Background: an optimization exercise with open tools, aiming at small area, a short achievable clock period and few clock cycles per item. Do not read the settings as production practice.
At most, simulation tests tie the RTL to the original design; equivalence was not proved.
The RTL of runs 2 and 3 was laid out without a check of its function.
Power is estimated from default activity; no workload was simulated.

### constraint.sdc
create_clock -name core_clock -period 5.0 [get_ports {i_clk}]
set_input_delay 1.0000 -clock core_clock [delete_from_list [all_inputs] [get_ports {i_clk}]]
set_output_delay 1.0000 -clock core_clock [all_outputs]
set_load 0.01 [all_outputs]
### run.sh
#!/bin/bash
# synth_recipe.tcl (not shown) runs the flow's synth.tcl, then flattens the netlist and writes it again
# the make line also repeats each setting of config.mk as NAME=value (left out here)
make -C /OpenROAD-flow-scripts/flow DESIGN_CONFIG=/design/flow/config.mk WORK_HOME=/design/flow/orfs CLKGATE_MAP_FILE= SYNTH_SCRIPT=/design/flow/synth_recipe.tcl finish
### config.mk
export PLATFORM = sky130hd
export DESIGN_NAME = toroidal_life_grid_engine_core
export DESIGN_NICKNAME = toroidal_life_grid_engine_core
export VERILOG_FILES = /design/flow/design.v
export SDC_FILE = /design/flow/constraint.sdc
export NUM_CORES = 4
export LEC_CHECK = 0
export CAP_MARGIN = 5
export CORE_MARGIN = 2
export CORE_UTILIZATION = 40
export PLACE_DENSITY = 0.8
export SETUP_SLACK_MARGIN = 2.0
export SLEW_MARGIN = 5
export SYNTH_HIERARCHICAL = 1
export SYNTH_MINIMUM_KEEP_SIZE = 0
### design.v
package tlg_pkg;
    localparam int GRID_DIM = 16;
    localparam int ROW_W    = $clog2(GRID_DIM);
    localparam int BIRTH_COUNT   = 3;
    localparam int SURVIVE_COUNT = 2;
    localparam int STEP_LAST = GRID_DIM + 2;
    localparam int CLR_LAST  = GRID_DIM - 1;
    localparam int CNT_W     = $clog2(STEP_LAST + 1);
    typedef logic [GRID_DIM-1:0] t_row_word;
    typedef logic [ROW_W-1:0]    t_row_addr;
    typedef logic [CNT_W-1:0]    t_cnt;
    typedef logic [3:0]          t_nbr_cnt;
    typedef enum logic [2:0] {
        REQ_READ   = 3'd0,
        REQ_WRITE  = 3'd1,
        REQ_TOGGLE = 3'd2,
        REQ_STEP   = 3'd3,
        REQ_CLEAR  = 3'd4
    } t_req_type;
    typedef enum logic [2:0] {
        ST_INIT,
        ST_IDLE,
        ST_CELL_RD,
        ST_CELL_WR,
        ST_STEP,
        ST_CLEAR,
        ST_DONE
    } t_state;
    typedef struct packed {
        logic      we;
        t_row_addr waddr;
        t_row_word wdata;
        logic      re;
        t_row_addr raddr;
    } t_ram_req;
endpackage
module tlg_row_ram (
    input  logic              i_clk,
    input  tlg_pkg::t_ram_req i_req,
    output tlg_pkg::t_row_word o_rdata
);
    tlg_pkg::t_row_word r_mem [0:tlg_pkg::GRID_DIM-1];
    tlg_pkg::t_row_word r_rdata;
    always_ff @(posedge i_clk) begin
        if (i_req.we) begin
            r_mem[i_req.waddr] <= i_req.wdata;
        end
    end
    always_ff @(posedge i_clk) begin
        if (i_req.re) begin
            r_rdata <= r_mem[i_req.raddr];
        end
    end
    assign o_rdata = r_rdata;
endmodule
module tlg_fa (
    input  logic i_a,
    input  logic i_b,
    input  logic i_c,
    output logic o_s,
    output logic o_k
);
    assign o_s = i_a ^ i_b ^ i_c;
    assign o_k = (i_a & i_b) | (i_a & i_c) | (i_b & i_c);
endmodule
module tlg_row_rule (
    input  tlg_pkg::t_row_word i_above,
    input  tlg_pkg::t_row_word i_center,
    input  tlg_pkg::t_row_word i_below,
    output tlg_pkg::t_row_word o_next
);
    localparam int N = tlg_pkg::GRID_DIM;
    tlg_pkg::t_row_word s, k;
    for (genvar c = 0; c < N; c++) begin : g_v
        tlg_fa u_v (.i_a(i_above[c]), .i_b(i_center[c]), .i_c(i_below[c]), .o_s(s[c]), .o_k(k[c]));
    end
    for (genvar c = 0; c < N; c++) begin : g_col
        localparam int L = (c + N - 1) % N;
        localparam int R = (c + 1) % N;
        logic x0, x1, y0, y1, u;
        tlg_fa u_x (.i_a(s[L]), .i_b(s[c]), .i_c(s[R]), .o_s(x0), .o_k(x1));
        tlg_fa u_y (.i_a(k[L]), .i_b(k[c]), .i_c(k[R]), .o_s(y0), .o_k(y1));
        assign u = x1 ^ y0;
        assign o_next[c] = x0 ? (u && !y1) : (i_center[c] && !u && (x1 ^ y1));
    end
endmodule
module toroidal_life_grid_engine_core (
    input  logic       i_clk,
    input  logic       i_rst_n,
    input  logic       s_axis_tvalid,
    output logic       s_axis_tready,
    input  logic [15:0] s_axis_tdata,   
    input  logic [2:0] s_axis_tuser,    
    output logic       m_axis_tvalid,
    input  logic       m_axis_tready,
    output logic [7:0] m_axis_tdata     
);
    localparam int N = tlg_pkg::GRID_DIM;
    localparam int H = N / 2;
    localparam int QD = 3;               
    tlg_pkg::t_row_word r_live  [0:N-1];
    tlg_pkg::t_row_word r_prior [0:N-1];
    logic         x_valid;     
    logic         x_cell;      
    logic         x_step;      
    logic         x_tog;
    logic         x_wr;        
    logic         x_val;       
    logic         x_pclr;      
    logic [3:0]   x_col;
    logic [N-1:0] x_rrow;      
    logic         x_wt;        
    logic         x_all;       
    logic [N-1:0] x_rsel;      
    logic [N-1:0] x_csel;      
    logic         r_step2;     
    logic         r_pclr;      
    logic [2:0]   r_cnt;       
    logic [2:0]   r_owed;      
    logic         r_ready;
    logic         r_ovalid;
    logic [1:0]   r_q [0:QD-1];
    logic         accept, deliver;
    logic [2:0]   code;
    assign accept  = s_axis_tvalid && r_ready;
    assign deliver = r_ovalid && m_axis_tready;
    assign code    = s_axis_tuser;
    always_ff @(posedge i_clk) begin
        x_col <= s_axis_tdata[3:0];
        x_tog <= i_rst_n && (code == tlg_pkg::REQ_TOGGLE);
        x_wt  <= accept && ((code == tlg_pkg::REQ_WRITE) || (code == tlg_pkg::REQ_TOGGLE));
        x_all <= !i_rst_n || (accept && (code == tlg_pkg::REQ_CLEAR));
        x_wr  <= !i_rst_n || (code == tlg_pkg::REQ_WRITE) || (code == tlg_pkg::REQ_CLEAR);
        x_val <= i_rst_n && (code == tlg_pkg::REQ_WRITE) && s_axis_tdata[8];
        for (int i = 0; i < N; i++) begin
            x_rrow[i] <= (s_axis_tdata[7:4] == 4'(i));
        end
        if (!i_rst_n) begin
            x_valid <= 1'b0;
            x_cell  <= 1'b0;
            x_step  <= 1'b0;
            x_pclr  <= 1'b1;
            r_step2 <= 1'b0;
            r_pclr  <= 1'b0;
        end else begin
            x_valid <= accept;
            x_cell  <= accept && ((code == tlg_pkg::REQ_READ) || (code == tlg_pkg::REQ_WRITE)
                                  || (code == tlg_pkg::REQ_TOGGLE));
            x_step  <= accept && (code == tlg_pkg::REQ_STEP);
            x_pclr  <= accept && (code == tlg_pkg::REQ_CLEAR);
            r_step2 <= x_step;
            r_pclr  <= x_pclr;
        end
    end
    tlg_pkg::t_row_word live_row, prior_row, new_row, wr_row;
    always_comb begin
        live_row  = '0;
        prior_row = '0;
        for (int r = 0; r < N; r++) begin
            live_row  = live_row  | ({N{x_rrow[r]}} & r_live[r]);
            prior_row = prior_row | ({N{x_rrow[r]}} & r_prior[r]);
        end
    end
    assign new_row  = x_tog ? ~live_row : (x_wr ? {N{x_val}} : live_row);
    for (genvar i = 0; i < N; i++) begin : g_sel
        assign x_rsel[i] = x_all || (x_wt && x_rrow[i]);
        assign x_csel[i] = x_all || (x_col == 4'(i));
    end
    assign wr_row   = (x_csel & new_row) | (~x_csel & live_row);
    tlg_pkg::t_row_word r_halo_a, r_halo_b;
    tlg_pkg::t_row_word half_next [0:H-1];
    for (genvar j = 0; j < H; j++) begin : g_rule
        tlg_row_rule u_rule (
            .i_above  ((j == 0)     ? r_halo_a : r_live[j - 1]),
            .i_center (r_live[j]),
            .i_below  ((j == H - 1) ? r_halo_b : r_live[j + 1]),
            .o_next   (half_next[j])
        );
    end
    logic stepping;
    assign stepping = x_step || r_step2;
    always_ff @(posedge i_clk) begin
        for (int r = 0; r < N; r++) begin
            if (stepping) begin
                r_live[r] <= (r < H) ? r_live[r + H] : half_next[r - H];
            end else if (x_rsel[r]) begin
                r_live[r] <= wr_row;
            end
            if (((r < H) ? x_step : r_step2) || r_pclr) begin
                r_prior[r] <= r_live[r % H];
            end
        end
        if (x_step) begin
            r_halo_a <= r_live[H-1];
            r_halo_b <= r_live[0];
        end else if (r_step2) begin
            r_halo_a <= half_next[H-1];
            r_halo_b <= half_next[0];
        end else begin
            if (x_rsel[N-1]) r_halo_a <= wr_row;
            if (x_rsel[H])   r_halo_b <= wr_row;
        end
    end
    logic [1:0] res;
    assign res = {x_cell && !r_pclr && prior_row[x_col], x_cell && wr_row[x_col]};
    logic [2:0] cnt_next, owed_next;
    always_comb begin
        cnt_next = r_cnt;
        if (x_valid && !deliver) cnt_next = r_cnt + 3'd1;
        if (!x_valid && deliver) cnt_next = r_cnt - 3'd1;
        owed_next = r_owed;
        if (accept && !deliver) owed_next = r_owed + 3'd1;
        if (!accept && deliver) owed_next = r_owed - 3'd1;
    end
    always_ff @(posedge i_clk) begin
        if (!i_rst_n) begin
            r_cnt    <= '0;
            r_owed   <= '0;
            r_ovalid <= 1'b0;
            r_ready  <= 1'b1;
        end else begin
            r_cnt    <= cnt_next;
            r_owed   <= owed_next;
            r_ovalid <= (cnt_next != 3'd0);
            r_ready  <= (owed_next < 3'(QD)) && !(accept && (code == tlg_pkg::REQ_STEP));
        end
    end
    always_ff @(posedge i_clk) begin
        for (int i = 0; i < QD; i++) begin
            if (x_valid && (3'(i) == r_cnt - 3'(deliver))) begin
                r_q[i] <= res;
            end else if (deliver && i < QD - 1) begin
                r_q[i] <= r_q[i+1];
            end
        end
    end
    assign s_axis_tready = r_ready;
    assign m_axis_tvalid = r_ovalid;
    assign m_axis_tdata  = {6'b0, r_q[0]};
endmodule
==> results of run 1 <==
==> worst min-delay path by stage <==
stage	slack, ps	cells past startpoint	endpoint	start
2_1_floorplan	410	1	r_pclr	x_pclr
6_report	430	1	r_pclr	x_pclr
5_1_grt	460	1	r_pclr	x_pclr
3_3_place_gp	420	1	r_pclr	x_pclr
3_5_place_dp	420	1	r_pclr	x_pclr
4_1_cts	420	1	r_pclr	x_pclr
==> modules after synthesis, one instance, submodules excluded <==
module / copies in the design / flops+latches
toroidal_life_grid_engine_core: 1 / 589
tlg_row_rule: 8 / 0
tlg_fa: 384 / 0
==> where the power goes <==
part | total (W) | switching, W | internal, W
combinational | 0.0156 | 0.00854 | 0.00706
sequential | 0.00732 | 0.000903 | 0.00642
clock | 0.00466 | 0.00200 | 0.00266
==> layout by cell type, fill, tap and decap left out, drive strengths merged, types with 9 or more instances in the layout <==
master,instances
a21o,213
nor3,14
and4,11
nand3,26
nand3b,128
clkdlybuf4s50,19
nor2,54
nor4b,129
a2111oi,14
clkbuf,72
nand4,21
buf,127
a21oi,158
a22o,70
o22ai,9
nand2,87
nand2b,145
a222oi,16
edfxtp,550
o21a,178
a22oi,86
or3,9
mux2i,10
a221oi,72
dfxtp,39
o21ai,47
a311oi,128
fa,384
clkinv,29
==> kinds of logic after synthesis <==
kind of cell / count (synthesis) / synth area share, %
AOI/OAI and AO/OA: 1023 / 20.0
and+or+nand+nor: 663 / 11.3
DFF: 589 / 45.5
adders and majority gates: 390 / 20.4
buffers and inverters: 146 / 2.20
muxes: 15 / 0.411
xor gates and xnor gates: 9 / 0.207
other: 1 / 0.00986
==> layer usage <==
metal,vias up,track usage [%],wire length (um)
met5,-,0,49
met4,6,13.7,8940
met3,551,7.81,19000
met2,2415,36.5,53200
met1,14300,31.3,41700
li1,11500,-,-
==> cell type report <==
cell class	count	share of cell area (%)
Inverter	9	0.0797
Sequential cell	589	41.0
Multi-Input combinational cell	2106	47.6
Clock inverter	39	0.939
Tap cell	1265	3.73
Timing Repair Buffer	146	2.95
Clock buffer	72	3.75
==> state kept, by name, summed over array words and instances (netlist names) <==
name and cells:
x_wt 1, x_cell 1, r_prior 256, x_pclr 1
r_q 6, r_ovalid 1, x_col 4, r_pclr 1
r_ready 1, r_owed 3, x_tog 1, x_rrow 16
x_val 1, x_valid 1, r_cnt 3, r_halo_b 16
r_halo_a 16, x_all 1, r_live 256, r_step2 1
x_wr 1, x_step 1
==> per-stage QoR <==
step                      setup slack (ps)  util, %  cells
after floorplan                       2120        -   2841
after global placement                1480     41.8   4044
after detailed placement              1450     41.8   4044
after CTS                             2000     44.1   4157
after global routing                  1980     44.8   4226
final                                 1960     44.8   4226
==> what timing repair did <==
| action | in CTS | in global routing |
|---|---|---|
| setup endpoints to repair | 181 | 168 |
| pin swaps | 2 | 6 |
| buffers inserted | 2 | 69 |
| gates resized for setup | 48 | 56 |
==> flow_metrics.env, run 1 <==
export IMPL_cts_made_buffers=60
export IMPL_cts_sinks=589
export IMPL_synth_area_um2=38000
export IMPL_nets=3325
export IMPL_setup_tns_ps=0
export IMPL_dr_total_vias=28700
export IMPL_track_usage_pct=24.4
export IMPL_core_area_um2=94600
export IMPL_setup_viol=0
export IMPL_port_buffer_count=19
export IMPL_vias_per_cell=6.80
export IMPL_hold_slack_ps=427
export IMPL_clockBufferDepth=3
export IMPL_hold_buffers=0
export IMPL_regArea_um2=17400
export IMPL_irDropWorstVdd_v=0.000327
export IMPL_synth_edf_count=550
export IMPL_grt_pass1_wl_mm=178
export IMPL_critPathKind="reg -> reg"
export IMPL_tightest_slew_ps=1350
export IMPL_wirelength_mm=123
export IMPL_dp_hpwl_mm=84.9
export IMPL_ff2ff_setup_slack_ps=1960
export IMPL_antenna_found_initial=2
export IMPL_htree_levels=2
export IMPL_drc=0
export IMPL_place_area_um2=39500
export IMPL_ios=33
export IMPL_place_gp_congestion=0.961
export IMPL_r2r_start="x_rrow[2]"
export IMPL_area_growth_syn_to_layout_pct=11.5
export IMPL_clk_root_buffer_cell="clkbuf_16"
export IMPL_path_delay_family="compound AO/OA/AOI/OAI gates"
export IMPL_min_period_ps=3040
export IMPL_p_total_w=0.0276
export IMPL_ys_seq_area_share_pct=45.5
export IMPL_start_kind="flop"
export IMPL_final_layout_size_suffix_gt1_share_pct=10.9
export IMPL_synth_ff_type="edfxtp_1"
export IMPL_yosysMostFrequentCell="edfxtp_1"
export IMPL_regToRegEndpoint="r_q[1][0]"
export IMPL_die_w_um=312
export IMPL_rows=113
export IMPL_synth_commonest_cells="edfxtp_1 (550), fa_1 (384), a21o_1 (213)"
export IMPL_required_ps=5400
export IMPL_die_height_um=312
export IMPL_ys_seq_elements=589
export IMPL_drv_cap=0
export IMPL_critPathBufInv=2
export IMPL_die_area_um2=97500
export IMPL_avgSynthCellArea_um2=13.4
export IMPL_first_global_vias=27900
export IMPL_slew_limit_headroom_pct=9.84
export IMPL_cp_end_kind="flop"
export IMPL_wire_per_inst_um=29.1
export IMPL_path_cells="buf_6 > a22o_1 > a221oi_1 > nand4_1 > mux2i_2 > o21ai_0 > and4b_1 > nor3_4 > buf_4 > mux2_2"
export IMPL_critPathMaxFanout=17
export IMPL_reg2regPathDepth=10
export IMPL_cp_startpoint="x_rrow[2]"
export IMPL_yosysTopAreaCell="edfxtp_1"
export IMPL_finalHoldViolations=0
export IMPL_ys_warn_count=14
export IMPL_leakage_nw=15.2
export IMPL_worstPathArrival_ps=3440
export IMPL_outcome="finished clean"
export IMPL_synth_top_area_share_pct=43.4
export IMPL_crit_path_end="r_q[1][0]"
export IMPL_max_freq_mhz=329
export IMPL_min_path_type="reg -> reg"
export IMPL_synthCells=2836
export IMPL_tritoncts="built"
export IMPL_grt_max_degree=129
export IMPL_post_route_period_util_pct=60.9
export IMPL_slowest_delay_ps=490
export IMPL_ys_top_cells_by_area="edfxtp_1 (43%), fa_1 (20%), a21o_1 (4.2%)"
export IMPL_drtPass1Iterations=6
export IMPL_rsz0062_at_grt="true"
export IMPL_fin_skew_ps=36.2
export IMPL_antennaDiodeCount=0
export IMPL_ys_types=64
export IMPL_stdcell_area_um2=42400
export IMPL_worst_path_max_delay_cell="dfxtp_4"
export IMPL_cp_num_cells=10
export IMPL_async_reset_ff_share_pct=0
export IMPL_clock_latency_ps=650
export IMPL_grt_overflow_total=0
export IMPL_clkTransAtPathRegs_ps=70
export IMPL_initial_core_util_pct=40.2
export IMPL_multi_input_area_um2=20200
export IMPL_nFillCells=8059
export IMPL_drt_iter0_drc=4561
export IMPL_drv_slew=0
export IMPL_ant_nets=0
export IMPL_powerDensity_nw_per_um2=651
Testbench counts, summed over its fixed seeds: cycles 5,843, items 4,800.
==> run 2: changes to the inputs <==
--- a/design.v
+++ b/design.v
@@ -68,4 +68,6 @@
     input  tlg_pkg::t_row_word i_center,
     input  tlg_pkg::t_row_word i_below,
+    input  logic               i_step,
+    input  tlg_pkg::t_row_word i_other,
     output tlg_pkg::t_row_word o_next
 );
@@ -82,5 +84,6 @@
         tlg_fa u_y (.i_a(k[L]), .i_b(k[c]), .i_c(k[R]), .o_s(y0), .o_k(y1));
         assign u = x1 ^ y0;
-        assign o_next[c] = x0 ? (u && !y1) : (i_center[c] && !u && (x1 ^ y1));
+        assign o_next[c] = !i_step ? i_other[c]
+                         : x0 ? (u && !y1) : (i_center[c] && !u && (x1 ^ y1));
     end
 endmodule
@@ -169,5 +172,7 @@
     assign wr_row   = (x_csel & new_row) | (~x_csel & live_row);
     tlg_pkg::t_row_word r_halo_a, r_halo_b;
-    tlg_pkg::t_row_word half_next [0:H-1];
+    tlg_pkg::t_row_word half_next [0:H-1];    
+    logic stepping;
+    assign stepping = x_step || r_step2;
     for (genvar j = 0; j < H; j++) begin : g_rule
         tlg_row_rule u_rule (
@@ -175,15 +180,19 @@
             .i_center (r_live[j]),
             .i_below  ((j == H - 1) ? r_halo_b : r_live[j + 1]),
+            .i_step   (stepping),
+            .i_other  (wr_row),
             .o_next   (half_next[j])
         );
     end
-    logic stepping;
-    assign stepping = x_step || r_step2;
     always_ff @(posedge i_clk) begin
         for (int r = 0; r < N; r++) begin
-            if (stepping) begin
-                r_live[r] <= (r < H) ? r_live[r + H] : half_next[r - H];
-            end else if (x_rsel[r]) begin
-                r_live[r] <= wr_row;
+            if (r < H) begin
+                if (stepping) begin
+                    r_live[r] <= r_live[r + H];
+                end else if (x_rsel[r]) begin
+                    r_live[r] <= wr_row;
+                end
+            end else if (stepping || x_rsel[r]) begin
+                r_live[r] <= half_next[r - H];
             end
             if (((r < H) ? x_step : r_step2) || r_pclr) begin
@@ -194,10 +203,7 @@
             r_halo_a <= r_live[H-1];
             r_halo_b <= r_live[0];
-        end else if (r_step2) begin
-            r_halo_a <= half_next[H-1];
-            r_halo_b <= half_next[0];
         end else begin
-            if (x_rsel[N-1]) r_halo_a <= wr_row;
-            if (x_rsel[H])   r_halo_b <= wr_row;
+            if (r_step2 || x_rsel[N-1]) r_halo_a <= half_next[H-1];
+            if (r_step2 || x_rsel[H])   r_halo_b <= half_next[0];
         end
     end
--- a/config.mk
+++ b/config.mk
@@ -6,10 +6,11 @@
 export NUM_CORES = 4
 export LEC_CHECK = 0
-export CAP_MARGIN = 5
+export CAP_MARGIN = 20
 export CORE_MARGIN = 2
 export CORE_UTILIZATION = 40
-export PLACE_DENSITY = 0.8
-export SETUP_SLACK_MARGIN = 2.0
-export SLEW_MARGIN = 5
+export CTS_BUF_LIST = sky130_fd_sc_hd__clkbuf_8
+export CTS_CLUSTER_SIZE = 24
+export SETUP_SLACK_MARGIN = 2.3
+export SLEW_MARGIN = 20
 export SYNTH_HIERARCHICAL = 1
 export SYNTH_MINIMUM_KEEP_SIZE = 0
==> run 2 against run 1 <==
Critical path depth decreased by 1. First-iteration DRC count decreased by 5.9%. Sequential cell count unchanged. Critical path type unchanged. Combinational power increased by 9%. Clock-buffer cell count increased by 38. Sequential power decreased by 4.4%. Cell area increased by 12%. Wire length increased by 20%. Register-to-register slack improved by 200 ps. Clock power about the same.
==> flow_metrics.env, run 2 <==
export IMPL_p_total_w=0.0287
export IMPL_htree_levels=3
export IMPL_top_regs="r_live: 256 flops, r_prior: 256 flops"
export IMPL_nets=3866
export IMPL_regToRegEndpoint="r_halo_a[5]"
export IMPL_reg2regPathDepth=9
export IMPL_synth_area_um2=37800
export IMPL_drv_cap=0
export IMPL_critPathMaxFanout=12
export IMPL_first_global_vias=31000
export IMPL_dpl_worst_slack_ps=1460
export IMPL_final_common_cell="edfxtp_1"
export IMPL_vias_per_cell=6.52
export IMPL_leakage_nw=16.7
export IMPL_rsz0062_at_grt="true"
export IMPL_drv_slew=0
export IMPL_min_period_ps=2840
export IMPL_drt_iter0_drc=4291
export IMPL_dp_hpwl_mm=95.7
export IMPL_path_cells="buf_6 > a22o_1 > a221oi_1 > nand4_1 > mux2_4 > buf_6 > nor2_1 > a31oi_2 > mux2_4"
export IMPL_wirelength_mm=148
export IMPL_synthCells=2892
export IMPL_clock_latency_ps=770
export IMPL_critPathKind="reg -> reg"
export IMPL_holdPathEnd="r_pclr"
export IMPL_critPathBufInv=2
export IMPL_max_freq_mhz=352
export IMPL_outcome="finished clean"
export IMPL_worst_path_max_delay_cell="mux2_4"
export IMPL_ys_top_cells_by_area="edfxtp_1 (44%), fa_1 (20%), a311o_1 (3.4%)"
export IMPL_place_gp_congestion=0.941
export IMPL_yosysTopAreaCell="edfxtp_1"
export IMPL_min_path_type="reg -> reg"
export IMPL_post_route_period_util_pct=56.9
export IMPL_ys_seq_elements=589
export IMPL_grt_max_degree=180
export IMPL_clk_root_buffer_cell="clkbuf_8"
export IMPL_ys_warn_count=14
export IMPL_final_layout_size_suffix_gt1_share_pct=31.5
export IMPL_final_cell_mix="edfxtp_1 (550), buf_4 (440), nand2_1 (213)"
export IMPL_worstHoldPathCells=1
export IMPL_setup_tns_ps=0
export IMPL_cp_end_kind="flop"
export IMPL_avgSynthCellArea_um2=13.1
export IMPL_clockBufferDepth=3
export IMPL_antenna_found_initial=4
export IMPL_fin_ws_ps=2160
export IMPL_hp_start="x_pclr"
export IMPL_async_reset_ff_share_pct=0
export IMPL_die_area_um2=96900
export IMPL_worstPathArrival_ps=3330
export IMPL_synth_top_area_share_pct=43.7
export IMPL_powerDensity_nw_per_um2=604
export IMPL_tightest_slew_ps=996
export IMPL_cts_made_buffers=100
export IMPL_rows=112
export IMPL_grt_overflow_total=0
export IMPL_ant_nets=0
export IMPL_ys_seq_area_share_pct=45.8
export IMPL_ios=33
export IMPL_irDropWorstVdd_v=0.000224
export IMPL_cts_sinks=589
export IMPL_ys_types=69
export IMPL_synth_ff_type="edfxtp_1"
export IMPL_fin_skew_ps=49.8
export IMPL_r2r_start="x_rrow[8]"
export IMPL_required_ps=5480
export IMPL_tritoncts="built"
export IMPL_core_area_um2=93500
export IMPL_finalHoldViolations=0
export IMPL_track_usage_pct=29.7
export IMPL_area_growth_syn_to_layout_pct=25.7
export IMPL_die_height_um=311
export IMPL_wire_per_inst_um=30.8
export IMPL_drc=0
export IMPL_path_delay_family="multiplexers"
export IMPL_synth_edf_count=550
export IMPL_die_w_um=311
export IMPL_ff2ff_setup_slack_ps=2160
export IMPL_setup_viol=0
export IMPL_hold_buffers=0
export IMPL_initial_core_util_pct=40.4
export IMPL_slowest_delay_ps=440
export IMPL_grt_pass1_wl_mm=209
export IMPL_drtPass1Iterations=11
export IMPL_slew_limit_headroom_pct=32.7
export IMPL_yosysMostFrequentCell="edfxtp_1"
export IMPL_start_kind="flop"
export IMPL_port_buffer_count=19
export IMPL_dr_total_vias=31200
export IMPL_clkTransAtPathRegs_ps=60
export IMPL_synth_commonest_cells="edfxtp_1 (550), fa_1 (384), nand2_1 (223)"
## run 2: worst max-delay path by stage
stage / from / endpoint / slack [ps] / depth (start not counted)
after global routing: r_live[0][13] / r_halo_b[13] / 2100 / 6
after floorplan: m_axis_tready / r_q[1][1] / 2350 / 8
final: x_rrow[8] / r_halo_a[5] / 2160 / 9
after global placement: x_col[1] / r_q[0][1] / 1530 / 6
after detailed placement: x_col[1] / r_q[0][1] / 1460 / 6
after CTS: r_live[0][0] / r_halo_b[0] / 2220 / 6
## run 2: through the flow
stage	cells	hold slack [ps]	cell area, um^2	util, %
after global routing	4787	493	47500	50.8
after floorplan	2897	412	37800	-
final	4788	460	47500	50.8
after detailed placement	4116	425	39500	42.2
after global placement	4116	431	39500	42.2
after CTS	4633	453	45400	48.5
## run 2: area by class of cell
cell class              count  area (um^2)
well taps                1254         1570
fillers                  7914        46000
inverters                  16         78.8
diodes                      2         5.00
flip-flops and latches    589        17400
multi-input cells        2172        21100
repair buffers            574         5280
clock inverters            71          567
clock buffers             110         1510
## run 2: power by group
group	total (W)	internal [W]	switching, W
Sequential	0.00700	0.00639	0.000612
Combinational	0.0170	0.00805	0.00897
Clock	0.00465	0.00250	0.00215
## run 2: logic make-up after synthesis
| family | count (synthesis) | synth area share (%) |
|---|---|---|
| multiplexers | 49 | 1.43 |
| AO/OA/AOI/OAI | 821 | 16.6 |
| AND/OR/NAND/NOR | 896 | 13.5 |
| adder cells (fa/ha/maj) | 390 | 20.6 |
| flip-flops | 589 | 45.8 |
| other | 1 | 0.00993 |
| buffers and inverters | 137 | 1.91 |
| XOR/XNOR | 9 | 0.209 |
## run 2: repair_timing
action                     CTS  global route
buffers inserted           333           151
setup endpoints to repair  368           262
pin swaps                   96           204
cloned                       3             2
resized for setup          292           223
## run 2: metal layers
metal	global-route usage, %	vias up	wire length, um
met3	7.37	485	17500
met2	45.2	2208	66100
met5	0	-	20
met4	16.8	4	9460
li1	-	12600	-
met1	38.7	16000	54600
## run 2: modules after synthesis (local to each module, per instance)
module,cells inside,flip-flops and latches,times used
tlg_fa,1,0,384
toroidal_life_grid_engine_core,1460,589,1
tlg_row_rule,131,0,8
==> run 3: changes to the inputs <==
--- a/config.mk
+++ b/config.mk
@@ -11,5 +11,5 @@
 export CTS_BUF_LIST = sky130_fd_sc_hd__clkbuf_8
 export CTS_CLUSTER_SIZE = 24
-export SETUP_SLACK_MARGIN = 2.3
+export SETUP_SLACK_MARGIN = 2.0
 export SLEW_MARGIN = 20
 export SYNTH_HIERARCHICAL = 1
==> run 3 against run 2 <==
Still clean. Sequential share of layout area increased by 3.4 points. Maximum frequency decreased by 8.9%. First-iteration DRC count decreased by 2.8%. Synthesized cell count unchanged. Clock power decreased by 2%. Combinational power decreased by 12%. Critical path depth unchanged. Worst hold slack got worse by 5.8 ps. Non-clock buffer count decreased by 325. Sequential power increased by 3.7%. Area after synthesis unchanged. Critical path type unchanged. Critical endpoint is now r_halo_b[0]. Largest power group unchanged. Highest routed layer is now met4.
==> flow_metrics.env, run 3 <==
export IMPL_drv_slew=0
export IMPL_min_period_ps=3120
export IMPL_antenna_found_initial=7
export IMPL_ys_seq_elements=589
export IMPL_tightest_slew_ps=1220
export IMPL_place_gp_congestion=0.927
export IMPL_ant_nets=0
export IMPL_ys_top_cells_by_area="edfxtp_1 (44%), fa_1 (20%), a311o_1 (3.4%)"
export IMPL_leakage_nw=14.9
export IMPL_wl_met3_mm=16.3
export IMPL_irDropWorstVdd_v=0.000251
export IMPL_path_delay_family="multiplexers"
export IMPL_wl_met1_mm=52.4
export IMPL_die_w_um=311
export IMPL_grt_max_degree=166
export IMPL_hold_buffers=0
export IMPL_die_height_um=311
export IMPL_synth_top_area_share_pct=43.7
export IMPL_rows=112
export IMPL_synth_edf_count=550
export IMPL_met2WireLength_mm=59.8
export IMPL_fin_skew_ps=56.3
export IMPL_core_area_um2=93500
export IMPL_path_cells="buf_8 > a22o_1 > a221oi_1 > nand4_1 > mux2i_4 > inv_1 > nor2_1 > a31oi_1 > mux2_2"
export IMPL_required_ps=5490
export IMPL_wire_per_inst_um=30.4
export IMPL_clkTransAtPathRegs_ps=60
export IMPL_top_layer_used="met4"
export IMPL_synthCells=2892
export IMPL_final_layout_size_suffix_gt1_share_pct=15.9
export IMPL_critPathKind="reg -> reg"
export IMPL_start_kind="flop"
export IMPL_place_area_um2=39600
export IMPL_yosysMostFrequentCell="edfxtp_1"
export IMPL_cts_sinks=589
export IMPL_yosysTopAreaCell="edfxtp_1"
export IMPL_nets=3543
export IMPL_setup_tns_ps=0
export IMPL_slowest_delay_ps=440
export IMPL_htree_levels=3
export IMPL_grt_pass1_wl_mm=195
export IMPL_clock_latency_ps=760
export IMPL_finalHoldViolations=0
export IMPL_synth_ff_type="edfxtp_1"
export IMPL_critPathMaxFanout=17
export IMPL_powerDensity_nw_per_um2=615
export IMPL_max_freq_mhz=320
export IMPL_initial_core_util_pct=40.4
export IMPL_cp_end_kind="flop"
export IMPL_rsz0062_at_grt="true"
export IMPL_avgSynthCellArea_um2=13.1
export IMPL_tritoncts="built"
export IMPL_final_common_cell="edfxtp_1"
export IMPL_setup_viol=0
export IMPL_final_cell_mix="edfxtp_1 (550), fa_1 (358), nand2_1 (221)"
export IMPL_wirelength_mm=136
export IMPL_stdcell_area_um2=43400
export IMPL_port_buffer_count=19
export IMPL_grt_overflow_total=0
export IMPL_dr_total_vias=29400
export IMPL_drc=0
export IMPL_min_path_type="reg -> reg"
export IMPL_p_total_w=0.0267
export IMPL_synth_commonest_cells="edfxtp_1 (550), fa_1 (384), nand2_1 (223)"
export IMPL_cts_made_buffers=103
export IMPL_drt_iter0_drc=4171
export IMPL_critPathBufInv=2
export IMPL_drtPass1Iterations=6
export IMPL_ys_seq_area_share_pct=45.8
export IMPL_synth_area_um2=37800
export IMPL_top_regs="r_live: 256 flops, r_prior: 256 flops"
export IMPL_drv_cap=0
export IMPL_track_usage_pct=27.4
export IMPL_clk_root_buffer_cell="clkbuf_8"
export IMPL_async_reset_ff_share_pct=0
export IMPL_ios=33
export IMPL_worst_path_max_delay_cell="dfxtp_4"
export IMPL_vias_per_cell=6.57
export IMPL_slew_limit_headroom_pct=19.0
export IMPL_clockBufferDepth=3
export IMPL_first_global_vias=29000
export IMPL_post_route_period_util_pct=62.4
export IMPL_outcome="finished clean"
export IMPL_dp_hpwl_mm=95.6
export IMPL_final_util_pct=46.4
export IMPL_worstPathArrival_ps=3610
export IMPL_area_growth_syn_to_layout_pct=14.9
export IMPL_ys_types=69
export IMPL_ys_warn_count=14
export IMPL_die_area_um2=96900
[run 3: timing repair]
| action | in CTS | in global routing |
|---|---|---|
| pin swaps | 5 | 15 |
| endpoints found under the setup margin | 153 | 82 |
| hold endpoints to repair | 0 | 0 |
| setup buffers | 33 | 119 |
| gates resized for setup | 75 | 47 |
[run 3: worst paths after layout]
check,start,end,slack [ps],depth (start not counted)
worst min register to register,x_pclr,r_pclr,450,1
worst max-delay path,x_rrow[15],r_halo_b[0],1880,9
worst max register to register,x_rrow[15],r_halo_b[0],1880,9
worst min-delay path,x_pclr,r_pclr,450,1
[run 3: through the flow]
step	worst slack [ps]	hold slack, ps	instances
floorplan	2010	412	2897
finish	1880	455	4471
global placement	1400	437	4125
CTS	1980	465	4348
global route	1940	473	4471
detailed placement	1390	444	4125
[run 3: layer usage]
layer,up-vias,track usage (%)
met5,-,0
li1,11900,-
met4,0,14.2
met1,15100,37.6
met2,2010,41.2
met3,364,5.79
[run 3: logic make-up after synthesis]
family / count (synthesis) / share of synthesized area (%)
fa+ha+maj: 390 / 20.6
compound gates: 821 / 16.6
other cells: 1 / 0.00993
flops: 589 / 45.8
buf+inv: 137 / 1.91
xor+xnor: 9 / 0.209
simple gates: 896 / 13.5
mux: 49 / 1.43
[run 3: cell type report]
class / count / area, um^2
Multi-Input combinational cell: 2171 / 20100
Timing Repair Buffer: 249 / 2230
Fill cell: 8236 / 50100
Antenna cell: 2 / 5.00
Clock buffer: 108 / 1490
Inverter: 16 / 75.1
Tap cell: 1254 / 1570
Clock inverter: 82 / 538
Sequential cell: 589 / 17400
[run 3: modules after synthesis (local to each module, per instance)]
module / cell area [um^2] / times used / cells inside / flip-flops and latches
toroidal_life_grid_engine_core: 23400 / 1 / 1460 / 589
tlg_row_rule: 832 / 8 / 131 / 0
tlg_fa: 20.0 / 384 / 1 / 0
[run 3: power breakdown]
group          total (W)  internal, W  leakage, nW  switching, W
clock network    0.00454      0.00236         1.16       0.00217
registers        0.00726      0.00639         5.79      0.000873
logic             0.0149      0.00675         7.96       0.00814
==> run 4: changes to the inputs <==
--- a/design.v
+++ b/design.v
@@ -171,5 +171,7 @@
     end
     assign wr_row   = (x_csel & new_row) | (~x_csel & live_row);
-    tlg_pkg::t_row_word r_halo_a, r_halo_b;
+    tlg_pkg::t_row_word above0, below7;
+    assign above0 = r_step2 ? r_prior[H-1] : r_live[N-1];
+    assign below7 = r_step2 ? r_prior[0]   : r_live[H];
     tlg_pkg::t_row_word half_next [0:H-1];    
     logic stepping;
@@ -177,7 +179,7 @@
     for (genvar j = 0; j < H; j++) begin : g_rule
         tlg_row_rule u_rule (
-            .i_above  ((j == 0)     ? r_halo_a : r_live[j - 1]),
+            .i_above  ((j == 0)     ? above0 : r_live[j - 1]),
             .i_center (r_live[j]),
-            .i_below  ((j == H - 1) ? r_halo_b : r_live[j + 1]),
+            .i_below  ((j == H - 1) ? below7 : r_live[j + 1]),
             .i_step   (stepping),
             .i_other  (wr_row),
@@ -200,11 +202,4 @@
             end
         end
-        if (x_step) begin
-            r_halo_a <= r_live[H-1];
-            r_halo_b <= r_live[0];
-        end else begin
-            if (r_step2 || x_rsel[N-1]) r_halo_a <= half_next[H-1];
-            if (r_step2 || x_rsel[H])   r_halo_b <= half_next[0];
-        end
     end
     logic [1:0] res;
--- a/config.mk
+++ b/config.mk
@@ -8,7 +8,5 @@
 export CAP_MARGIN = 20
 export CORE_MARGIN = 2
-export CORE_UTILIZATION = 40
-export CTS_BUF_LIST = sky130_fd_sc_hd__clkbuf_8
-export CTS_CLUSTER_SIZE = 24
+export CORE_UTILIZATION = 60
 export SETUP_SLACK_MARGIN = 2.0
 export SLEW_MARGIN = 20
==> run 4 against run 3 <==
Still clean. Core utilization grew 23 points. Combinational power grew 5%. Via count shrank 1.7%. Sequential cell count shrank 32. Sequential share of layout area shrank 1.1 points. Worst hold slack gained 6.4 ps. Critical path type unchanged. Critical endpoint is now r_live[15][14].
==> flow_metrics.env, run 4 <==
export IMPL_synth_compound_area_share_pct=17.4
export IMPL_post_route_period_util_pct=62.4
export IMPL_cts_sinks=557
export IMPL_synth_top_family_by_area="adder cells"
export IMPL_use_met3_pct=13.0
export IMPL_critPathKind="reg -> reg"
export IMPL_synth_edf_count=518
export IMPL_outcome="finished clean"
export IMPL_worst_path_max_delay_cell="fa_2"
export IMPL_leakage_nw=14.2
export IMPL_irDropWorstVdd_v=0.000474
export IMPL_final_cells=3844
export IMPL_dp_hpwl_mm=94.4
export IMPL_final_layout_size_suffix_gt1_share_pct=15.3
export IMPL_drtPass1Iterations=8
export IMPL_path_cells="buf_6 > buf_12 > buf_12 > mux2_2 > fa_2 > fa_2 > nand3b_1 > a311o_1 > a31oi_1"
export IMPL_setup_viol=0
export IMPL_start_kind="flop"
export IMPL_tritoncts="built"
export IMPL_fin_ws_ps=1880
export IMPL_min_path_type="reg -> reg"
export IMPL_ys_warn_count=14
export IMPL_cp_end_kind="flop"
export IMPL_yosysTopAreaCell="edfxtp_1"
export IMPL_antenna_found_initial=1
export IMPL_dr_total_vias=28900
export IMPL_drt_iter0_drc=4229
export IMPL_ios=33
export IMPL_max_freq_mhz=320
export IMPL_worstPathArrival_ps=3560
export IMPL_drv_slew=0
export IMPL_synth_simple_area_share_pct=13.6
export IMPL_dp_cells=3638
export IMPL_dpl_worst_slack_ps=1190
export IMPL_synth_area_um2=36800
export IMPL_final_cell_mix="edfxtp_1 (518), fa_1 (340), nand2_1 (184)"
export IMPL_setup_tns_ps=0
export IMPL_tightest_slew_ps=980
export IMPL_synth_ff_type="edfxtp_1"
export IMPL_clock_latency_ps=630
export IMPL_nets=3423
export IMPL_yosysMostFrequentCell="edfxtp_1"
export IMPL_synthAdderAreaFrac_pct=21.1
export IMPL_cts_made_buffers=66
export IMPL_path_delay_family="adder cells"
export IMPL_required_ps=5440
export IMPL_clockBufferDepth=3
export IMPL_rsz0062_at_grt="true"
export IMPL_ant_nets=0
export IMPL_die_area_um2=63300
export IMPL_finalHoldViolations=0
export IMPL_initial_core_util_pct=60.8
export IMPL_ys_types=62
export IMPL_fin_skew_ps=28.8
export IMPL_ys_top_cells_by_area="edfxtp_1 (42%), fa_1 (21%), a311o_1 (3.5%)"
export IMPL_die_w_um=252
export IMPL_powerDensity_nw_per_um2=656
export IMPL_critPathMaxFanout=7
export IMPL_slew_limit_headroom_pct=34.7
export IMPL_grt_overflow_total=0
export IMPL_grt_use_met1_pct=56.3
export IMPL_top_regs="r_live: 256 flops, r_prior: 256 flops, x_rrow: 16 flops"
export IMPL_grt_max_degree=142
export IMPL_rows=90
export IMPL_track_usage_pct=42.8
export IMPL_synth_xor_xnor_area_share_pct=0.191
export IMPL_drv_cap=0
export IMPL_drc=0
export IMPL_wire_per_inst_um=34.9
export IMPL_synthCells=2867
export IMPL_avgSynthCellArea_um2=12.8
export IMPL_slowest_delay_ps=620
export IMPL_first_global_vias=28500
export IMPL_htree_levels=3
export IMPL_synth_top_area_share_pct=42.3
export IMPL_grt_busiest_layer="met2"
export IMPL_place_gp_congestion=0.975
export IMPL_clkTransAtPathRegs_ps=60
export IMPL_ys_seq_area_share_pct=44.4
export IMPL_synth_mux_area_share_pct=1.44
export IMPL_grtUsageMet2_pct=62.4
export IMPL_min_period_ps=3120
export IMPL_grt_pass1_wl_mm=193
export IMPL_ys_seq_elements=557
export IMPL_async_reset_ff_share_pct=0
export IMPL_area_growth_syn_to_layout_pct=14.6
export IMPL_die_height_um=252
export IMPL_vias_per_cell=7.52
export IMPL_wirelength_mm=134
export IMPL_port_buffer_count=19
export IMPL_synth_commonest_cells="edfxtp_1 (518), fa_1 (384), nand2_1 (188)"
export IMPL_critPathBufInv=3
export IMPL_final_common_cell="edfxtp_1"
export IMPL_clk_root_buffer_cell="clkbuf_16"
export IMPL_core_area_um2=60500
## run 4: kinds of logic (layout without fill, tap and decap cells)
family,after synthesis,after routing
xor+xnor,8,8
other cells,1,7
mux,48,48
buf+inv,149,338
fa+ha+maj,390,390
flops,557,557
simple gates,868,868
compound gates,846,846
## run 4: Yosys stat by module, one instance, submodules excluded
module / cells inside / flops+latches
tlg_fa: 1 / 0
toroidal_life_grid_engine_core: 1435 / 557
tlg_row_rule: 131 / 0
## run 4: final timing paths
check	startpoint	to	slack, ps	cells past startpoint
worst min register to register	x_pclr	r_pclr	460	1
worst max-delay path	r_step2	r_live[15][14]	1880	9
worst max register to register	r_step2	r_live[15][14]	1880	9
worst min-delay path	x_pclr	r_pclr	460	1
## run 4: stage by stage
stage	util [%]	instance area (um^2)	hold slack, ps	power (W)
after floorplan	-	36800	412	0.0179
after global placement	63.4	38300	432	0.0204
after detailed placement	63.4	38300	424	0.0216
after CTS	68.6	41500	467	0.0270
after global routing	69.7	42200	491	0.0292
final	69.7	42200	461	0.0276
## run 4: final cells by class
class | instances | area, um^2
diodes | 1 | 2.50
clock buffers | 87 | 1840
clock inverters | 32 | 365
fillers | 4257 | 18300
inverters | 16 | 67.6
multi-input cells | 2166 | 20400
flip-flops and latches | 557 | 16400
well taps | 782 | 978
repair buffers | 203 | 2090
## run 4: where the power goes
part / internal (W) / switching (W) / total (W)
logic: 0.00718 / 0.00843 / 0.0156
registers: 0.00607 / 0.000967 / 0.00704
clock network: 0.00297 / 0.00203 / 0.00500
## run 4: timing repair
action	4_1_cts	5_1_grt
hold endpoints to repair	0	0
hold buffers	0	0
cloned	1	0
buffers inserted	49	36
pin swaps	63	60
gates resized for setup	125	92
setup endpoints to repair	226	75
## run 4: layer usage
layer / share of wire (%) / vias to the layer above
met4: 7.5 / 2
met1: 35 / 14500
li1: - / 11600
met5: 0.0060 / -
met2: 43 / 2222
met3: 14 / 476
Testbench counts of run 4, summed over its fixed seeds: cycles 5,843, items 4,800.
==> run 5: changes to the inputs <==
--- a/config.mk
+++ b/config.mk
@@ -8,5 +8,5 @@
 export CAP_MARGIN = 20
 export CORE_MARGIN = 2
-export CORE_UTILIZATION = 60
+export CORE_UTILIZATION = 40
 export SETUP_SLACK_MARGIN = 2.0
 export SLEW_MARGIN = 20
==> run 5 against run 4 <==
Setup slack better by 47 ps. Total power is 1.6% lower. Cell count is 10% higher. Cell area is 0.16% lower. Critical path type unchanged. Critical endpoint is now r_q[0][1]. Largest cell class unchanged. Largest power group unchanged.
==> flow_metrics.env, run 5 <==
export IMPL_wire_per_inst_um=32.0
export IMPL_outcome="finished clean"
export IMPL_synth_area_um2=36800
export IMPL_ys_top_cells_by_area="edfxtp_1 (42%), fa_1 (21%), a311o_1 (3.5%)"
export IMPL_dr_total_vias=28700
export IMPL_max_freq_mhz=325
export IMPL_drt_iter0_drc=4136
export IMPL_dpl_worst_slack_ps=1170
export IMPL_ant_nets=0
export IMPL_min_period_ps=3080
export IMPL_setup_tns_ps=0
export IMPL_port_buffer_count=19
export IMPL_async_reset_ff_share_pct=0
export IMPL_final_common_cell="edfxtp_1"
export IMPL_area_growth_syn_to_layout_pct=14.4
export IMPL_critPathMaxFanout=6
export IMPL_clkTransAtPathRegs_ps=60
export IMPL_drtPass1Iterations=8
export IMPL_ys_seq_area_share_pct=44.4
export IMPL_start_kind="flop"
export IMPL_ys_types=62
export IMPL_ys_seq_elements=557
export IMPL_fin_ws_ps=1920
export IMPL_yosysMostFrequentCell="edfxtp_1"
export IMPL_antenna_found_initial=5
export IMPL_drv_cap=0
export IMPL_nets=3420
export IMPL_synth_commonest_cells="edfxtp_1 (518), fa_1 (384), nand2_1 (188)"
export IMPL_p_seq_share_pct=25.9
export IMPL_drc=0
export IMPL_wirelength_mm=136
export IMPL_cts_made_buffers=61
export IMPL_grt_max_degree=171
export IMPL_p_sw_share_pct=42.0
export IMPL_first_global_vias=28400
export IMPL_stdcell_area_um2=42100
export IMPL_grt_overflow_total=0
export IMPL_synthCells=2867
export IMPL_min_path_type="reg -> reg"
export IMPL_drv_slew=0
export IMPL_final_layout_size_suffix_gt1_share_pct=15.2
export IMPL_post_route_period_util_pct=61.5
export IMPL_fin_skew_ps=26.3
export IMPL_htree_levels=2
export IMPL_grt_pass1_wl_mm=195
export IMPL_clockBufferDepth=3
export IMPL_rsz0062_at_grt="true"
export IMPL_rows=111
export IMPL_final_cell_mix="edfxtp_1 (518), fa_1 (338), nand2_1 (185)"
export IMPL_regArea_um2=16400
export IMPL_setup_viol=0
export IMPL_irDropWorstVdd_v=0.000295
export IMPL_powerDensity_nw_per_um2=646
export IMPL_yosysTopAreaCell="edfxtp_1"
export IMPL_worstPathArrival_ps=3450
export IMPL_nFillCells=8028
export IMPL_required_ps=5370
export IMPL_die_w_um=307
export IMPL_ys_warn_count=14
export IMPL_top_regs="r_live: 256 flops, r_prior: 256 flops, x_rrow: 16 flops"
export IMPL_initial_core_util_pct=40.2
export IMPL_track_usage_pct=28.5
export IMPL_tightest_slew_ps=1110
export IMPL_power_switching_w=0.0114
export IMPL_cp_end_kind="flop"
export IMPL_ios=33
export IMPL_synth_ff_type="edfxtp_1"
export IMPL_power_share_clock_pct=17.1
export IMPL_synth_edf_count=518
export IMPL_cts_sinks=557
export IMPL_die_area_um2=94400
export IMPL_synth_top_area_share_pct=42.3
export IMPL_tritoncts="built"
export IMPL_core_area_um2=91400
export IMPL_die_height_um=307
export IMPL_vias_per_cell=6.76
export IMPL_place_area_um2=38800
export IMPL_finalHoldViolations=0
export IMPL_final_util_pct=46.1
export IMPL_dp_hpwl_mm=96.8
export IMPL_clk_root_buffer_cell="clkbuf_16"
export IMPL_p_int_w=0.0158
export IMPL_leakage_nw=13.9
export IMPL_power_frac_comb_pct=57.0
export IMPL_place_gp_congestion=0.949
export IMPL_clock_latency_ps=650
export IMPL_critPathKind="reg -> reg"
export IMPL_slew_limit_headroom_pct=25.2
export IMPL_avgSynthCellArea_um2=12.8
export IMPL_multi_input_area_um2=20300
## run 5: per-layer routing
metal | routed length, um | GRT usage [%] | part of all wire [%]
met5 | 128 | 0.930 | 0.094
met4 | 7190 | 13.3 | 5.3
met3 | 16800 | 7.16 | 12
met2 | 61500 | 44.3 | 45
met1 | 50300 | 37.4 | 37
## run 5: cells by family (layout without fill, tap and decap cells)
| group | Yosys count | count (layout) | synth area share (%) |
|---|---|---|---|
| and+or+nand+nor | 868 | 868 | 13.6 |
| AOI/OAI and AO/OA | 846 | 846 | 17.4 |
| DFF | 557 | 557 | 44.4 |
| adders and majority gates | 390 | 390 | 21.1 |
| buffers and inverters | 149 | 334 | 1.85 |
| muxes | 48 | 48 | 1.44 |
| xor gates and xnor gates | 8 | 8 | 0.191 |
| other | 1 | 7 | 0.0102 |
## run 5: power groups by stage
stage          Combinational, W  Sequential, W  Clock, W
6_report                 0.0155        0.00703   0.00466
5_1_grt                  0.0168        0.00712   0.00485
4_1_cts                  0.0149        0.00703   0.00469
3_5_place_dp             0.0147        0.00713         0
3_3_place_gp             0.0135        0.00710         0
2_1_floorplan            0.0112        0.00671         0
## run 5: final timing paths
check        startpoint        end  slack (ps)  cells after the start
max          x_rrow[13]  r_q[0][1]        1920                     11
min              x_pclr     r_pclr         460                      1
max reg2reg  x_rrow[13]  r_q[0][1]        1920                     11
min reg2reg      x_pclr     r_pclr         460                      1
## run 5: modules after synthesis, one instance, submodules excluded
module	cell area (um^2)	times used
toroidal_life_grid_engine_core	22400	1
tlg_fa	20.0	384
tlg_row_rule	832	8
## run 5: stage by stage
| stage | power [W] | hold slack (ps) | instances |
|---|---|---|---|
| after floorplan | 0.0179 | 412 | 2872 |
| after global placement | 0.0206 | 438 | 4050 |
| after detailed placement | 0.0218 | 434 | 4050 |
| after CTS | 0.0266 | 457 | 4196 |
| after global routing | 0.0288 | 466 | 4244 |
| final | 0.0272 | 457 | 4244 |
## run 5: critical path, cell delays in order (launching register included)
cell,delay [ps]
dfxtp_4,440
buf_4,220
a222oi_1,340
nand3_1,170
a2111oi_4,340
buf_4,210
nor4_4,60
mux2i_2,270
a22o_1,240
a2111oi_4,40
buf_4,210
mux2_2,270
## run 5: final cells by class
class / instances / area share [%]
Multi-Input combinational cell: 2166 / 48.2
Antenna cell: 1 / 0.00595
Clock buffer: 75 / 3.90
Sequential cell: 557 / 39.0
Clock inverter: 38 / 0.898
Tap cell: 1186 / 3.53
Inverter: 16 / 0.161
Timing Repair Buffer: 205 / 4.35
## run 5: what timing repair did
item	4_1_cts	5_1_grt
endpoints found under the hold margin	0	0
hold buffers	0	0
setup buffers	33	47
pin swaps	17	28
endpoints found under the setup margin	166	57
resized for setup	96	65
==> run 6: changes to the inputs <==
--- a/config.mk
+++ b/config.mk
@@ -9,4 +9,5 @@
 export CORE_MARGIN = 2
 export CORE_UTILIZATION = 40
+export PLACE_DENSITY = 0.8
 export SETUP_SLACK_MARGIN = 2.0
 export SLEW_MARGIN = 20
==> run 6 against run 5 <==
First-iteration DRC count grew 15%. Via count is 0.63% higher. Critical path depth shrank 3. Clock power down 6.2%. Clock-buffer cell count grew 6. Setup slack worse by 64 ps. Total power fell by 1.4%. Still clean on timing, DRC and antenna.
==> flow_metrics.env, run 6 <==
export IMPL_initial_core_util_pct=40.2
export IMPL_setup_viol=0
export IMPL_start_kind="flop"
export IMPL_die_height_um=307
export IMPL_required_ps=5460
export IMPL_dp_hpwl_mm=83.6
export IMPL_clock_latency_ps=650
export IMPL_synth_top_area_share_pct=42.3
export IMPL_grt_pass1_wl_mm=181
export IMPL_dr_total_vias=28900
export IMPL_holdPathEnd="r_pclr"
export IMPL_synth_area_um2=36800
export IMPL_async_reset_ff_share_pct=0
export IMPL_drv_cap=0
export IMPL_ys_types=62
export IMPL_reg2regPathDepth=8
export IMPL_min_period_ps=3140
export IMPL_critPathMaxFanout=11
export IMPL_yosysTopAreaCell="edfxtp_1"
export IMPL_leakage_nw=13.5
export IMPL_ff2ff_setup_slack_ps=1860
export IMPL_clk_root_buffer_cell="clkbuf_16"
export IMPL_power_share_clock_pct=16.3
export IMPL_ios=33
export IMPL_regToRegEndpoint="r_live[15][5]"
export IMPL_wirelength_mm=125
export IMPL_port_buffer_count=19
export IMPL_rows=111
export IMPL_cp_num_cells=8
export IMPL_slew_limit_headroom_pct=32.2
export IMPL_power_frac_comb_pct=57.6
export IMPL_first_global_vias=28200
export IMPL_avgSynthCellArea_um2=12.8
export IMPL_post_route_period_util_pct=62.8
export IMPL_top_regs="r_live: 256 flops, r_prior: 256 flops, x_rrow: 16 flops"
export IMPL_wire_per_inst_um=29.9
export IMPL_place_gp_congestion=0.970
export IMPL_powerDensity_nw_per_um2=649
export IMPL_final_cell_mix="edfxtp_1 (518), fa_1 (338), nand2_1 (185)"
export IMPL_critPathKind="reg -> reg"
export IMPL_antenna_found_initial=4
export IMPL_min_path_type="reg -> reg"
export IMPL_critPathBufInv=2
export IMPL_area_growth_syn_to_layout_pct=12.4
export IMPL_worst_path_max_delay_cell="fa_2"
export IMPL_nets=3350
export IMPL_grt_overflow_total=0
export IMPL_ys_top_cells_by_area="edfxtp_1 (42%), fa_1 (21%), a311o_1 (3.5%)"
export IMPL_finalHoldViolations=0
export IMPL_synth_edf_count=518
export IMPL_slowest_delay_ps=610
export IMPL_p_seq_share_pct=26.1
export IMPL_setup_tns_ps=0
export IMPL_p_int_w=0.0156
export IMPL_clockBufferDepth=3
export IMPL_drv_slew=0
export IMPL_tightest_slew_ps=1020
export IMPL_ant_nets=0
export IMPL_irDropWorstVdd_v=0.000347
export IMPL_cts_sinks=557
export IMPL_rsz0062_at_grt="true"
export IMPL_cp_end_kind="flop"
export IMPL_drtPass1Iterations=6
export IMPL_r2r_start="r_step2"
export IMPL_final_cells=4174
export IMPL_core_area_um2=91400
export IMPL_tritoncts="built"
export IMPL_grt_max_degree=167
export IMPL_final_common_cell="edfxtp_1"
export IMPL_worstHoldPathCells=1
export IMPL_track_usage_pct=25.7
export IMPL_worstPathArrival_ps=3600
export IMPL_dp_cells=4011
export IMPL_drc=0
export IMPL_power_switching_w=0.0112
export IMPL_synthCells=2867
export IMPL_ys_seq_area_share_pct=44.4
export IMPL_outcome="finished clean"
export IMPL_die_w_um=307
export IMPL_yosysMostFrequentCell="edfxtp_1"
export IMPL_synth_ff_type="edfxtp_1"
export IMPL_path_delay_family="adder cells"
export IMPL_die_area_um2=94400
export IMPL_vias_per_cell=6.91
export IMPL_cts_made_buffers=58
export IMPL_ys_seq_elements=557
export IMPL_htree_levels=2
export IMPL_synth_commonest_cells="edfxtp_1 (518), fa_1 (384), nand2_1 (188)"
export IMPL_final_layout_size_suffix_gt1_share_pct=12.2
export IMPL_ys_warn_count=14
export IMPL_hp_start="x_pclr"
export IMPL_path_cells="buf_12 > mux2_2 > fa_2 > buf_12 > fa_2 > nand3b_1 > a311o_1 > a31oi_1"
export IMPL_clkTransAtPathRegs_ps=60
export IMPL_p_sw_share_pct=41.9
export IMPL_fin_skew_ps=23.0
export IMPL_drt_iter0_drc=4751
export IMPL_max_freq_mhz=319
## run 6: cell count changes in the layout (fill, tap and decap cells not counted), moves of 5 or more
cell        change
a2111oi_4       -6
a221oi_1        +6
a221oi_2        -5
and4_4          -5
buf_4          -68
buf_6           -7
clkbuf_1        +8
clkinvlp_4      -5
inv_4           -5
mux2_2          -7
mux2_4          +7
## run 6: how the worst max path moves through the flow
stage               slack [ps]            end       from
detailed placement        1260      r_q[0][0]  x_rrow[8]
CTS                       1930      r_q[0][0]  x_rrow[3]
global route              1880  r_live[15][5]    r_step2
global placement          1380   r_live[8][9]    r_step2
finish                    1860  r_live[15][5]    r_step2
floorplan                 2020   r_live[8][0]    r_step2
## run 6: cell type report
class                           instances  area, um^2
Clock inverter                         27         236
Antenna cell                            3        7.51
Sequential cell                       557       16400
Clock buffer                           81        1620
Fill cell                            7878       50100
Multi-Input combinational cell       2166       20100
Inverter                               16        67.6
Tap cell                             1186        1480
Timing Repair Buffer                  138        1420
## run 6: timing repair
action                                  4_1_cts  5_1_grt
pin swaps                                     3       46
endpoints found under the setup margin      149       71
endpoints found under the hold margin         0        0
hold buffers                                  0        0
gates cloned                                  0        1
gates resized for setup                      60       57
buffers inserted                              9       42
## run 6: power groups by stage
| stage | Combinational [W] | Sequential, W | Clock [W] |
|---|---|---|---|
| after floorplan | 0.0112 | 0.00671 | 0 |
| after global placement | 0.0134 | 0.00706 | 0 |
| after detailed placement | 0.0144 | 0.00710 | 0 |
| after CTS | 0.0146 | 0.00701 | 0.00434 |
| after global routing | 0.0166 | 0.00708 | 0.00451 |
| final | 0.0154 | 0.00701 | 0.00437 |
## run 6: per-module statistics from Yosys, one instance, submodules excluded
module / copies in the design / cell area, um^2 / cells inside
tlg_fa: 384 / 20.0 / 1
toroidal_life_grid_engine_core: 1 / 22400 / 1435
tlg_row_rule: 8 / 832 / 131
## run 6: logic make-up after synthesis
| kind of cell | after synthesis | synth area share, % |
|---|---|---|
| xor+xnor | 8 | 0.191 |
| compound gates | 846 | 17.4 |
| simple gates | 868 | 13.6 |
| flops | 557 | 44.4 |
| mux | 48 | 1.44 |
| buf+inv | 149 | 1.85 |
| fa+ha+maj | 390 | 21.1 |
| other cells | 1 | 0.0102 |
## run 6: metrics by stage
| stage | utilization [%] | total power (W) | hold WS (ps) | worst slack (ps) | cell area, um^2 |
|---|---|---|---|---|---|
| 6_report | 45.2 | 0.0268 | 457 | 1860 | 41300 |
| 5_1_grt | 45.2 | 0.0282 | 489 | 1880 | 41300 |
| 4_1_cts | 44.6 | 0.0259 | 455 | 1930 | 40700 |
| 3_5_place_dp | 42.2 | 0.0215 | 437 | 1260 | 38500 |
| 3_3_place_gp | 42.2 | 0.0205 | 422 | 1380 | 38500 |
| 2_1_floorplan | - | 0.0179 | 412 | 2020 | 36800 |
## run 6: routing by layer
layer  wire (um)  global-route usage, %  vias to the layer above
li1            -                      -                    11500
met1       40700                   32.4                    14000
met2       53000                   37.9                     2716
met3       20200                   8.15                      680
met4       10800                   17.4                        4
met5          27                  0.620                        -
==> run 7: changes to the inputs <==
--- a/config.mk
+++ b/config.mk
@@ -10,5 +10,5 @@
 export CORE_UTILIZATION = 40
 export PLACE_DENSITY = 0.8
-export SETUP_SLACK_MARGIN = 2.0
+export SETUP_SLACK_MARGIN = 2.15
 export SLEW_MARGIN = 20
 export SYNTH_HIERARCHICAL = 1
==> run 7 against run 6 <==
Setup slack got worse by 11 ps. Critical path depth fell by 1. Largest power group unchanged. Non-clock buffer count rose by 66. Still clean. Combinational power rose by 3%. Cell area rose by 2.9%. Highest routed layer is now met4. Clock power rose by 11%.
==> flow_metrics.env, run 7 <==
export IMPL_async_reset_ff_share_pct=0
export IMPL_synth_ff_type="edfxtp_1"
export IMPL_tritoncts="built"
export IMPL_slew_limit_headroom_pct=30.1
export IMPL_irDropWorstVdd_v=0.000330
export IMPL_final_cell_mix="edfxtp_1 (518), fa_1 (292), nand2_1 (182)"
export IMPL_wirelength_mm=126
export IMPL_ys_top_cells_by_area="edfxtp_1 (42%), fa_1 (21%), a311o_1 (3.5%)"
export IMPL_antenna_found_initial=0
export IMPL_p_total_w=0.0276
export IMPL_post_route_period_util_pct=63.0
export IMPL_ys_seq_area_share_pct=44.4
export IMPL_hp_start="x_pclr"
export IMPL_synth_top_area_share_pct=42.3
export IMPL_start_kind="flop"
export IMPL_die_height_um=307
export IMPL_dp_hpwl_mm=85.2
export IMPL_max_freq_mhz=317
export IMPL_grt_pass1_wl_mm=183
export IMPL_dpl_worst_slack_ps=1330
export IMPL_cts_made_buffers=59
export IMPL_powerDensity_nw_per_um2=650
export IMPL_ff2ff_setup_slack_ps=1850
export IMPL_die_w_um=307
export IMPL_nets=3417
export IMPL_yosysTopAreaCell="edfxtp_1"
export IMPL_first_global_vias=28800
export IMPL_top_regs="r_live: 256 flops, r_prior: 256 flops, x_rrow: 16 flops"
export IMPL_track_usage_pct=26.1
export IMPL_clk_root_buffer_cell="clkbuf_16"
export IMPL_cp_startpoint="r_step2"
export IMPL_htree_levels=2
export IMPL_synth_edf_count=518
export IMPL_drc=0
export IMPL_tightest_slew_ps=1050
export IMPL_synthCells=2867
export IMPL_drv_slew=0
export IMPL_port_buffer_count=19
export IMPL_fin_ws_ps=1850
export IMPL_hold_slack_ps=441
export IMPL_avgSynthCellArea_um2=12.8
export IMPL_multi_input_area_um2=20500
export IMPL_yosysMostFrequentCell="edfxtp_1"
export IMPL_min_path_type="reg -> reg"
export IMPL_wl_met1_mm=41.2
export IMPL_met2WireLength_mm=53.7
export IMPL_hold_buffers=0
export IMPL_initial_core_util_pct=40.2
export IMPL_ant_nets=0
export IMPL_r2r_start="r_step2"
export IMPL_required_ps=5490
export IMPL_leakage_nw=14.0
export IMPL_wire_per_inst_um=29.8
export IMPL_synth_commonest_cells="edfxtp_1 (518), fa_1 (384), nand2_1 (188)"
export IMPL_critPathKind="reg -> reg"
export IMPL_antennaDiodeCount=0
export IMPL_final_common_cell="edfxtp_1"
export IMPL_wl_met3_mm=21.8
export IMPL_ys_warn_count=14
export IMPL_regArea_um2=16400
export IMPL_ys_seq_elements=557
export IMPL_clockBufferDepth=3
export IMPL_rows=111
export IMPL_drt_iter0_drc=4732
export IMPL_grt_max_degree=90
export IMPL_finalHoldViolations=0
export IMPL_setup_tns_ps=0
export IMPL_synth_area_um2=36800
export IMPL_fin_skew_ps=37.4
export IMPL_worstPathArrival_ps=3640
export IMPL_ys_types=62
export IMPL_cp_end_kind="flop"
export IMPL_core_area_um2=91400
export IMPL_nFillCells=7565
export IMPL_rsz0062_at_grt="true"
export IMPL_area_growth_syn_to_layout_pct=15.6
export IMPL_clock_latency_ps=660
export IMPL_dr_total_vias=29200
export IMPL_min_period_ps=3150
export IMPL_drtPass1Iterations=8
export IMPL_final_layout_size_suffix_gt1_share_pct=17.0
export IMPL_vias_per_cell=6.90
export IMPL_top_layer_used="met4"
export IMPL_cts_sinks=557
export IMPL_place_gp_congestion=0.985
export IMPL_grt_overflow_total=0
export IMPL_ios=33
export IMPL_clkTransAtPathRegs_ps=60
export IMPL_outcome="finished clean"
export IMPL_critPathMaxFanout=11
export IMPL_die_area_um2=94400
export IMPL_drv_cap=0
export IMPL_setup_viol=0
## run 7: cell counts after synthesis
Identical to the previous run, type by type.
## run 7: report_power, final
part	internal (W)	total, W	switching (W)
Clock	0.00286	0.00483	0.00197
Combinational	0.00725	0.0158	0.00856
Sequential	0.00607	0.00699	0.000920
## run 7: repair_timing
action,in CTS,in global routing
endpoints found under the setup margin,308,183
pin swaps,38,15
resized for setup,144,90
setup buffers,65,45
## run 7: kinds of logic after synthesis
| kind of cell | after synthesis | synth area share, % |
|---|---|---|
| adder cells (fa/ha/maj) | 390 | 21.1 |
| XOR/XNOR | 8 | 0.191 |
| AO/OA/AOI/OAI | 846 | 17.4 |
| flip-flops | 557 | 44.4 |
| AND/OR/NAND/NOR | 868 | 13.6 |
| multiplexers | 48 | 1.44 |
| other | 1 | 0.0102 |
| buffers and inverters | 149 | 1.85 |
## run 7: final timing paths
path	depth (start not counted)	end
hold / removal	1	r_pclr
hold reg to reg	1	r_pclr
setup reg to reg	7	r_live[15][3]
setup / recovery	7	r_live[15][3]
## run 7: through the flow
stage	utilization, %	cell area [um^2]	cells
final	46.5	42500	4239
after global routing	46.5	42500	4239
after CTS	45.8	41900	4194
after detailed placement	42.2	38600	4019
after global placement	42.2	38600	4019
after floorplan	-	36800	2872
## run 7: metal layers
metal	up-vias	track usage, %
met3	616	9.94
met1	14200	32.5
met2	2774	37.9
li1	11600	-
met4	0	17.1
met5	-	0
## run 7: critical path: stages (launching register included)
cell	delay, ps
dfxtp_4	490
buf_12	190
mux2_2	370
fa_2	630
fa_2	510
nand3b_1	220
a311o_1	370
a31oi_1	220
## run 7: final cells by class
type	instances	share of cell area, %
multi-input combinational	2166	48.1
sequential	557	38.6
timing repair buffer	204	4.69
clock buffer	75	3.91
tap	1186	3.49
clock inverter	35	1.06
inverter	16	0.159
## run 7: modules after synthesis (local to each module, per instance)
| module | area, um^2 | flip-flops and latches | cells inside | times used |
|---|---|---|---|---|
| toroidal_life_grid_engine_core | 22400 | 557 | 1435 | 1 |
| tlg_row_rule | 832 | 0 | 131 | 8 |
| tlg_fa | 20.0 | 0 | 1 | 384 |

afterwards: timing with drivers on the ports:
The results above use ideal ports. As a check the final layouts listed here were re-extracted and re-timed, cells and wires unchanged.
Step 1 sets driving cells, clkbuf_16 on the clock port and buf_2 on the other inputs (assumed; they add their load-dependent delay and slew).
Step 2 moves the port delays by t, midway between the first and last clock arrival at a register: inputs arrive t later, outputs are due t later. That takes back most of the time a late clock gives input paths.
Slacks: no drivers / after step 1 / after step 2; pairs: no drivers / after step 1.
run	shift t [ns]	setup WS [ns]	hold WS [ns]
run 1	0.696	1.956 / 1.956 / 1.594	0.427 / 0.427 / 0.427
run 2	0.812	2.156 / 2.156 / 1.679	0.460 / 0.460 / 0.460
run 3	0.794	1.878 / 1.878 / 1.641	0.455 / 0.455 / 0.455
run 4	0.671	1.878 / 1.878 / 1.614	0.461 / 0.461 / 0.461
run 5	0.704	1.925 / 1.925 / 1.536	0.457 / 0.457 / 0.457
run 6	0.700	1.861 / 1.861 / 1.608	0.457 / 0.457 / 0.457
run 7	0.701	1.850 / 1.850 / 1.523	0.441 / 0.441 / 0.441
After both steps every run listed still meets setup and hold. For run 2, which loses most, drivers alone change the setup slack by 0.000 ns; drivers and shift together by -0.477 ns.
